This design comes from an exercise in tuning for small area, a short achievable clock period and few clock cycles per item on the open sky130 flow, not from production work.
In this exercise RTL edits were held to simulation tests only and were not proved equivalent to the original.
Power figures rest on the tool's default switching activity, not on a simulated workload.

==> flow/config.mk <==
export PLATFORM = sky130hd
export DESIGN_NAME = per_key_chatter_filter_top
export DESIGN_NICKNAME = per_key_chatter_filter_top
export VERILOG_FILES = /design/flow/design.v
export SDC_FILE = /design/flow/constraint.sdc
export NUM_CORES = 4
export LEC_CHECK = 0
export CAP_MARGIN = 20
export CORE_MARGIN = 2
export CORE_UTILIZATION = 40
export SLEW_MARGIN = 20
==> flow/constraint.sdc <==
create_clock -name core_clock -period 5.0 [get_ports {clk}]
set_input_delay 1.0000 -clock core_clock [delete_from_list [all_inputs] [get_ports {clk}]]
set_output_delay 1.0000 -clock core_clock [all_outputs]
set_load 0.01 [all_outputs]
==> flow/design.v <==
package pcf_pkg;
  localparam int TABLE_ENTRIES_DEF = 32;
  localparam int CMD_W  = 1;
  localparam int IDX_IN_W = 5;
  localparam int KEY_W  = 8;
  localparam int HOLD_W = 16;
  localparam int TIME_W = 48;
  localparam int CFG_W  = 6;
  localparam int IDX_EXT_W = 9;
  localparam int NEED_W = 26;
  localparam logic [NEED_W-1:0] US_PER_MS = NEED_W'(1000);
  localparam logic [CMD_W-1:0] CMD_LOAD  = 1'b0;
  localparam logic [CMD_W-1:0] CMD_PRESS = 1'b1;
  typedef struct packed {
    logic [HOLD_W-1:0] hold;
    logic [TIME_W-1:0] stamp;
  } pcf_record_t;
  localparam int REC_W = HOLD_W + TIME_W;
  typedef struct packed {
    logic done;
    logic pass;
  } pcf_verdict_t;
endpackage
module pcf_ram #(
  parameter int WIDTH = 8,
  parameter int DEPTH = 32
) (
  input  logic                                      clk,
  input  logic                                      we,
  input  logic [((DEPTH > 1) ? $clog2(DEPTH) : 1)-1:0] waddr,
  input  logic [WIDTH-1:0]                          wdata,
  input  logic [((DEPTH > 1) ? $clog2(DEPTH) : 1)-1:0] raddr,
  output logic [WIDTH-1:0]                          rdata
);
  logic [WIDTH-1:0] mem [DEPTH];
  always_ff @(posedge clk) begin
    if (we) begin
      mem[waddr] <= wdata;
    end
    rdata <= mem[raddr];
  end
endmodule
import pcf_pkg::*;
module pcf_hold_check (
  input  logic              clk,
  input  logic              rst,
  input  logic              start,
  input  logic [TIME_W-1:0] now,
  input  pcf_pkg::pcf_record_t rec,
  output pcf_pkg::pcf_verdict_t verdict
);
  logic              s1_valid;
  logic [TIME_W-1:0] elapsed;
  logic [NEED_W-1:0] need;
  always_ff @(posedge clk) begin
    elapsed <= now - rec.stamp;
    need    <= {{(NEED_W-HOLD_W){1'b0}}, rec.hold} * US_PER_MS;
    if (rst) begin
      s1_valid <= 1'b0;
    end else begin
      s1_valid <= start;
    end
  end
  always_ff @(posedge clk) begin
    verdict.pass <= (elapsed >= TIME_W'(need));
    if (rst) begin
      verdict.done <= 1'b0;
    end else begin
      verdict.done <= s1_valid;
    end
  end
endmodule
import pcf_pkg::*;
module per_key_chatter_filter_top #(
  parameter int TABLE_ENTRIES = TABLE_ENTRIES_DEF
) (
  input  logic                clk,
  input  logic                rst,
  input  logic                cfg_wr_en,
  input  logic [CFG_W-1:0]    cfg_wr_data,
  input  logic                in_valid,
  output logic                in_ready,
  input  logic [CMD_W-1:0]    command,
  input  logic [IDX_IN_W-1:0] entry_index,
  input  logic [KEY_W-1:0]    key_code,
  input  logic [HOLD_W-1:0]   hold_off_ms,
  input  logic [TIME_W-1:0]   time_us,
  output logic                out_valid,
  input  logic                out_ready,
  output logic                pass_event,
  output logic                key_matched
);
  localparam int IDX_W = (TABLE_ENTRIES > 1) ? $clog2(TABLE_ENTRIES) : 1;
  localparam int CNT_W = $clog2(TABLE_ENTRIES + 1);
  typedef enum logic [2:0] {
    S_IDLE,
    S_SCAN,
    S_REC_RD,
    S_CHECK,
    S_EMIT
  } state_t;
  state_t            state;
  logic [CFG_W-1:0]  entries_in_use;
  logic [KEY_W-1:0]  item_key;
  logic [TIME_W-1:0] item_time;
  logic [CNT_W-1:0]  limit;
  logic [CNT_W-1:0]  scan_cnt;
  logic              chk_valid;
  logic [IDX_W-1:0]  chk_idx;
  logic              res_pass;
  logic              res_match;
  logic                 accept;
  logic                 load_ok;
  logic [IDX_EXT_W-1:0] idx_ext;
  logic [IDX_W-1:0]     load_addr;
  logic                 hit;
  logic                 scan_end;
  logic                 out_free;
  logic              codes_we;
  logic [KEY_W-1:0]  codes_rdata;
  logic              rec_we;
  logic [IDX_W-1:0]  rec_waddr;
  pcf_pkg::pcf_record_t rec_wdata;
  pcf_pkg::pcf_record_t rec_rdata;
  pcf_pkg::pcf_verdict_t verdict;
  assign in_ready = (state == S_IDLE);
  assign accept   = in_valid && in_ready;
  assign out_free = !out_valid || out_ready;
  assign idx_ext   = {{(IDX_EXT_W-IDX_IN_W){1'b0}}, entry_index};
  assign load_addr = idx_ext[IDX_W-1:0];
  assign load_ok   = accept && (command == CMD_LOAD)
                     && (32'(entry_index) < 32'(TABLE_ENTRIES));
  assign hit      = chk_valid && (codes_rdata == item_key);
  assign scan_end = (scan_cnt == limit);
  assign codes_we = load_ok;
  always_comb begin
    rec_we    = load_ok || (state == S_REC_RD);
    rec_waddr = load_addr;
    rec_wdata = {hold_off_ms, time_us};
    if (state == S_REC_RD) begin
      rec_waddr = chk_idx;
      rec_wdata = {rec_rdata.hold, item_time};
    end
  end
  pcf_ram #(
    .WIDTH (KEY_W),
    .DEPTH (TABLE_ENTRIES)
  ) u_codes_ram (
    .clk   (clk),
    .we    (codes_we),
    .waddr (load_addr),
    .wdata (key_code),
    .raddr (scan_cnt[IDX_W-1:0]),
    .rdata (codes_rdata)
  );
  pcf_ram #(
    .WIDTH (REC_W),
    .DEPTH (TABLE_ENTRIES)
  ) u_rec_ram (
    .clk   (clk),
    .we    (rec_we),
    .waddr (rec_waddr),
    .wdata (rec_wdata),
    .raddr (chk_idx),
    .rdata (rec_rdata)
  );
  pcf_hold_check u_hold_check (
    .clk     (clk),
    .rst     (rst),
    .start   (state == S_REC_RD),
    .now     (item_time),
    .rec     (rec_rdata),
    .verdict (verdict)
  );
  always_ff @(posedge clk) begin
    if (rst) begin
      state          <= S_IDLE;
      entries_in_use <= '0;
      limit          <= '0;
      scan_cnt       <= '0;
      chk_valid      <= 1'b0;
      out_valid      <= 1'b0;
    end else begin
      if (cfg_wr_en) begin
        entries_in_use <= cfg_wr_data;
      end
      if ((state == S_EMIT) && out_free) begin
        out_valid <= 1'b1;
      end else if (out_ready) begin
        out_valid <= 1'b0;
      end
      unique case (state)
        S_IDLE: begin
          if (accept) begin
            item_key  <= key_code;
            item_time <= time_us;
            limit     <= (32'(entries_in_use) > 32'(TABLE_ENTRIES))
                         ? CNT_W'(TABLE_ENTRIES) : CNT_W'(entries_in_use);
            scan_cnt  <= '0;
            chk_valid <= 1'b0;
            if (command == CMD_LOAD) begin
              res_pass  <= 1'b0;
              res_match <= 1'b0;
              state     <= S_EMIT;
            end else begin
              state <= S_SCAN;
            end
          end
        end
        S_SCAN: begin
          if (hit) begin
            state <= S_REC_RD;
          end else if (scan_end) begin
            res_pass  <= 1'b1;
            res_match <= 1'b0;
            chk_valid <= 1'b0;
            state     <= S_EMIT;
          end else begin
            chk_valid <= 1'b1;
            chk_idx   <= scan_cnt[IDX_W-1:0];
            scan_cnt  <= scan_cnt + CNT_W'(1);
          end
        end
        S_REC_RD: begin
          state <= S_CHECK;
        end
        S_CHECK: begin
          if (verdict.done) begin
            res_pass  <= verdict.pass;
            res_match <= 1'b1;
            state     <= S_EMIT;
          end
        end
        S_EMIT: begin
          if (out_free) begin
            pass_event  <= res_pass;
            key_matched <= res_match;
            state       <= S_IDLE;
          end
        end
        default: begin
          state <= S_IDLE;
        end
      endcase
    end
  end
endmodule
==> flow/run.sh <==
#!/bin/bash
# synth_recipe.tcl (not shown) runs the flow's synth.tcl, then flattens the netlist and writes it again
# the make line also repeats each setting of config.mk as NAME=value (left out here)
make -C /OpenROAD-flow-scripts/flow DESIGN_CONFIG=/design/flow/config.mk WORK_HOME=/design/flow/orfs CLKGATE_MAP_FILE= SYNTH_SCRIPT=/design/flow/synth_recipe.tcl finish
==> notes.md <==
final cells by class:
cell class	count	area [um2]	share of cell area, %
sequential	2538	74500	64.3
tap	3330	4170	3.59
clock inverter	108	1010	0.874
clock buffer	372	7760	6.69
multi-input combinational	1841	24800	21.4
timing repair buffer	257	3090	2.66
inverter	171	642	0.553
critical path: cells and delay by family, from the launching register on:
| kind | cells | cell delay (ns) |
|---|---|---|
| DFF | 1 | 0.39 |
| adders and majority gates | 5 | 2.43 |
| AOI/OAI and AO/OA | 6 | 1.42 |
| xor gates and xnor gates | 1 | 0.15 |
| buffers and inverters | 2 | 0.11 |
worst max-delay path by stage:
| stage | endpoint | slack, ns | cells after the start |
|---|---|---|---|
| 2_1_floorplan | u_rec_ram.mem[4][0]$_DFFE_PP_ | 0.008 | 6 |
| 3_3_place_gp | u_hold_check.need[24]$_DFF_P_ | 0.50 | 14 |
| 3_5_place_dp | u_hold_check.need[24]$_DFF_P_ | 0.47 | 14 |
| 4_1_cts | u_hold_check.need[24]$_DFF_P_ | 0.43 | 14 |
| 5_1_grt | u_hold_check.need[24]$_DFF_P_ | 0.17 | 14 |
| 6_report | u_hold_check.need[24]$_DFF_P_ | 0.45 | 14 |
report_power, final:
group | internal, mW | switching [mW]
Clock | 11.8 | 8.08
Sequential | 23.5 | 0.211
Combinational | 1.11 | 1.68
Total | 36.4 | 9.98
sequential cells by signal (all words and copies together) (netlist names):
signal and count:
item_key 8, state 3, item_time 48, u_codes_ram.rdata 8, scan_cnt 6, chk_idx 5, u_hold_check.elapsed 48, out_valid 1
u_hold_check.need 23, entries_in_use 6, res_pass 1, u_hold_check.s1_valid 1, limit 6, key_matched 1, res_match 1, u_codes_ram.mem 256
u_rec_ram.rdata 64, u_hold_check.verdict 2, pass_event 1, u_rec_ram.mem 2048, chk_valid 1
cells by family after synthesis:
group | after synthesis
DFF | 2538
muxes | 800
and+or+nand+nor | 491
buffers and inverters | 382
AOI/OAI and AO/OA | 295
adders and majority gates | 179
xor gates and xnor gates | 76
cell usage in the layout, fill, tap and decap left out, types with 23 or more instances in the layout:
cell type,instances
edfxtp_1,2369
mux4_2,720
clkbuf_16,288
nand2_1,242
inv_1,171
dfxtp_1,167
ha_1,124
a21oi_1,102
nor2_1,95
clkdlybuf4s50_1,89
buf_4,88
buf_12,73
mux2_2,72
clkbuf_1,60
fa_1,55
xnor2_1,52
o21ai_0,45
a21o_1,44
clkinv_2,40
nor2_4,33
clkinv_1,31
xor2_1,24
clkbuf_8,24
nand3_1,23
through the flow:
stage / area (um2) / power, mW
after global routing: 116000 / 47.9
after global placement: 107000 / 26.9
after detailed placement: 107000 / 27.0
final: 116000 / 46.4
after floorplan: 100000 / 25.9
after CTS: 116000 / 46.7
layer usage:
layer / global-route usage, % / share of wire, % / vias to the layer above
li1: - / - / 20100
met1: 27.7 / 42 / 26100
met2: 31.7 / 48 / 1846
met3: 3.42 / 6.9 / 356
met4: 5.66 / 2.8 / 2
met5: 0 / 0.0051 / -
==> qor.csv <==
stage,metric,value,unit
floorplan,Die W,505,um
route,DRC violations left,0,
place,GP Congestion,0.818,
setup_path,delay of the slowest critical-path stage,0.61,ns
layout,filler cell count,20700,
clock_tree,root buffer cell,clkbuf_16,
logic_synthesis,post-synthesis mux area share,17.0,%
setup_path,critical path's slowest cell,fa_1,
setup_path,most used cell along the critical path,fa_1,
place,DP Wirelength,142000,um
floorplan,initial core utilization,40.3,%
power_and_ir_drop,Leak,37.5,nW
timing,fmax,0.220,GHz
logic_synthesis,register area share after synthesis,74.2,%
setup_path,Crit Path Max Fanout,6,
setup_path,worst setup path start,u_rec_ram.rdata[48]$_DFF_P_,
layout,P&R area growth vs syn,15.4,%
outcome,status,no timing/DRC/antenna violations,
timing,worst hold slack,0.427,ns
layout,number of nets in the layout,5355,
hold_path,Hold Path Sink,u_hold_check.verdict[1]$_SDFF_PP0_,
timing,Pins Over Slew Limit,0,
flow_run,maxcap violations,0,
setup_path,Worst EP arrival,5.39,ns
clock_tree,CTS H-tree depth,5,
logic_synthesis,Compound-Gate Fraction of Synth Area,1.86,%
setup_path,reg2reg path depth,14,
timing,setup ws final,0.451,ns
global_routing,global route total overflow,0,
hold_path,HP Class,reg -> reg,
route,TritonRoute pass-1 iters,5,
timing,clock skew,0.0621,ns
logic_synthesis,Post-synth EDFFs,2369,
logic_synthesis,combinational family with the most area after synthesis,multiplexers,
route,Wirelength per Cell,29.4,um
setup_path,Setup CP Type,reg -> reg,
global_routing,first-pass GRT wire length,364000,um
setup_path,r2r endpoint,u_hold_check.need[24]$_DFF_P_,
layout,fraction of layout cells with a size suffix above 1,26.9,%
clock_tree,CTS tree,built,
timing,setup tns final,0,ns
layout,antenna cell count,0,
logic_synthesis,post-synth top area share,70.8,%
timing,Final setup viols,0,
logic_synthesis,warning count from the yosys run,4,
timing,Final Hold Viols,0,
timing,RSZ-0062 raised after global routing,no,
logic_synthesis,most frequent cell after synthesis,edfxtp_1,
clock_tree,# clock sinks,2538,
setup_path,worst path required time,5.84,ns
setup_path,Worst Setup End Kind,flop,
setup_path,Worst R2R Start,u_rec_ram.rdata[48]$_DFF_P_,
layout,post-route insts no fill,8617,
floorplan,I/O pin count,93,
clock_tree,postcts setup bufs,0,
place,pre-CTS worst setup slack,0.468,ns
logic_synthesis,ys async rst share,0,%
route,vias per std cell,5.62,
logic_synthesis,xor/xnor share of the synthesized area,0.662,%
logic_synthesis,Synth Instances,4761,
route,Final ANT Viol Nets,0,
place,Inst Count DP,8133,
power_and_ir_drop,Pwr per Cell Area,400,nW/um2
timing,Slew HR,26.7,%
logic_synthesis,prevailing post-synth register cell,edfxtp_1,
setup_path,R2R Setup Slk,0.45,ns
hold_path,hold path start,u_hold_check.s1_valid$_SDFF_PP0_,
logic_synthesis,Yosys cell types,63,
timing,final period utilization,91.0,%
clock_tree,clock latency (worst-skew pair),0.93,ns
global_routing,vias in the first global route,49800,
timing,Tmin final,4.55,ns
logic_synthesis,Synth Area in Simple Gates,2.11,%
logic_synthesis,synthesized cell area,100000,um2
logic_synthesis,Synth area leaders,"edfxtp_1, mux4_2, dfxtp_1, ha_1, fa_1",
floorplan,num rows,183,
clock_tree,CTS resizes,0,
logic_synthesis,#FFs+latches synth,2538,
clock_tree,maximum clock path buffer count,4,
clock_tree,clock transition at the registers of the reported paths,0.07,ns
global_routing,Tot GR Track Use,19.7,%
power_and_ir_drop,VDD IR max,0.366,mV
logic_synthesis,syn nets,5029,
global_routing,initial antenna violation count,3,
layout,Final Util,46.6,%
place,PortBufs,92,
clock_tree,# hold bufs at CTS,0,
hold_path,hold path cells,1,
logic_synthesis,Synth area leader,edfxtp_1,
setup_path,worst-path cell chain,fa_1 -> inv_1 -> fa_1 -> fa_1 -> fa_1 -> inv_1 -> ha_1 -> a21oi_1 -> o211ai_1 -> a21o_1 -> a211oi_2 -> o21ai_1 -> a221oi_1 -> xnor2_1,
setup_path,Setup crit start kind,flop,
route,final wirelength,253000,um
logic_synthesis,top post-synthesis cells by count,"edfxtp_1, mux4_2, nand2_1",
logic_synthesis,mean post-synth cell area,21.1,um2
route,vias post-DR,48400,
timing,measured slew at the worst slew-check pin,1.07,ns
global_routing,largest net degree at the start of global routing,104,
clock_tree,CTS buffer count,278,
floorplan,core area,249000,um2
route,initial drt markers,5309,
floorplan,Die Ht,505,um
logic_synthesis,Synth Area in Adders,2.64,%
floorplan,die area,255000,um2
Testbench counts, summed over its fixed seeds: cycles 342,698, items 16,000.

afterwards: timing with drivers on the ports:
In the flow no input, the clock included, has a driving cell. The finished layout below was timed again as built, in two steps.
Step 1, drivers: a clkbuf_16 drives clk and a buf_2 each remaining input, both assumed.
Step 2, shift: input delay + t, output delay - t, t = (earliest + latest rising clock arrival at the registers) / 2. This alone moves slack from input paths to output paths.
Three values: ideal, step 1, step 2; two values: the first two.
t, ns: 0.990
setup slack, ns: 0.451 / 0.451 / 0.451
worst hold slack (ns): 0.427 / 0.427 / 0.427
After both steps setup and hold are still met in this run. For this run, drivers alone change the setup slack by 0.000 ns; drivers and shift together by 0.000 ns.
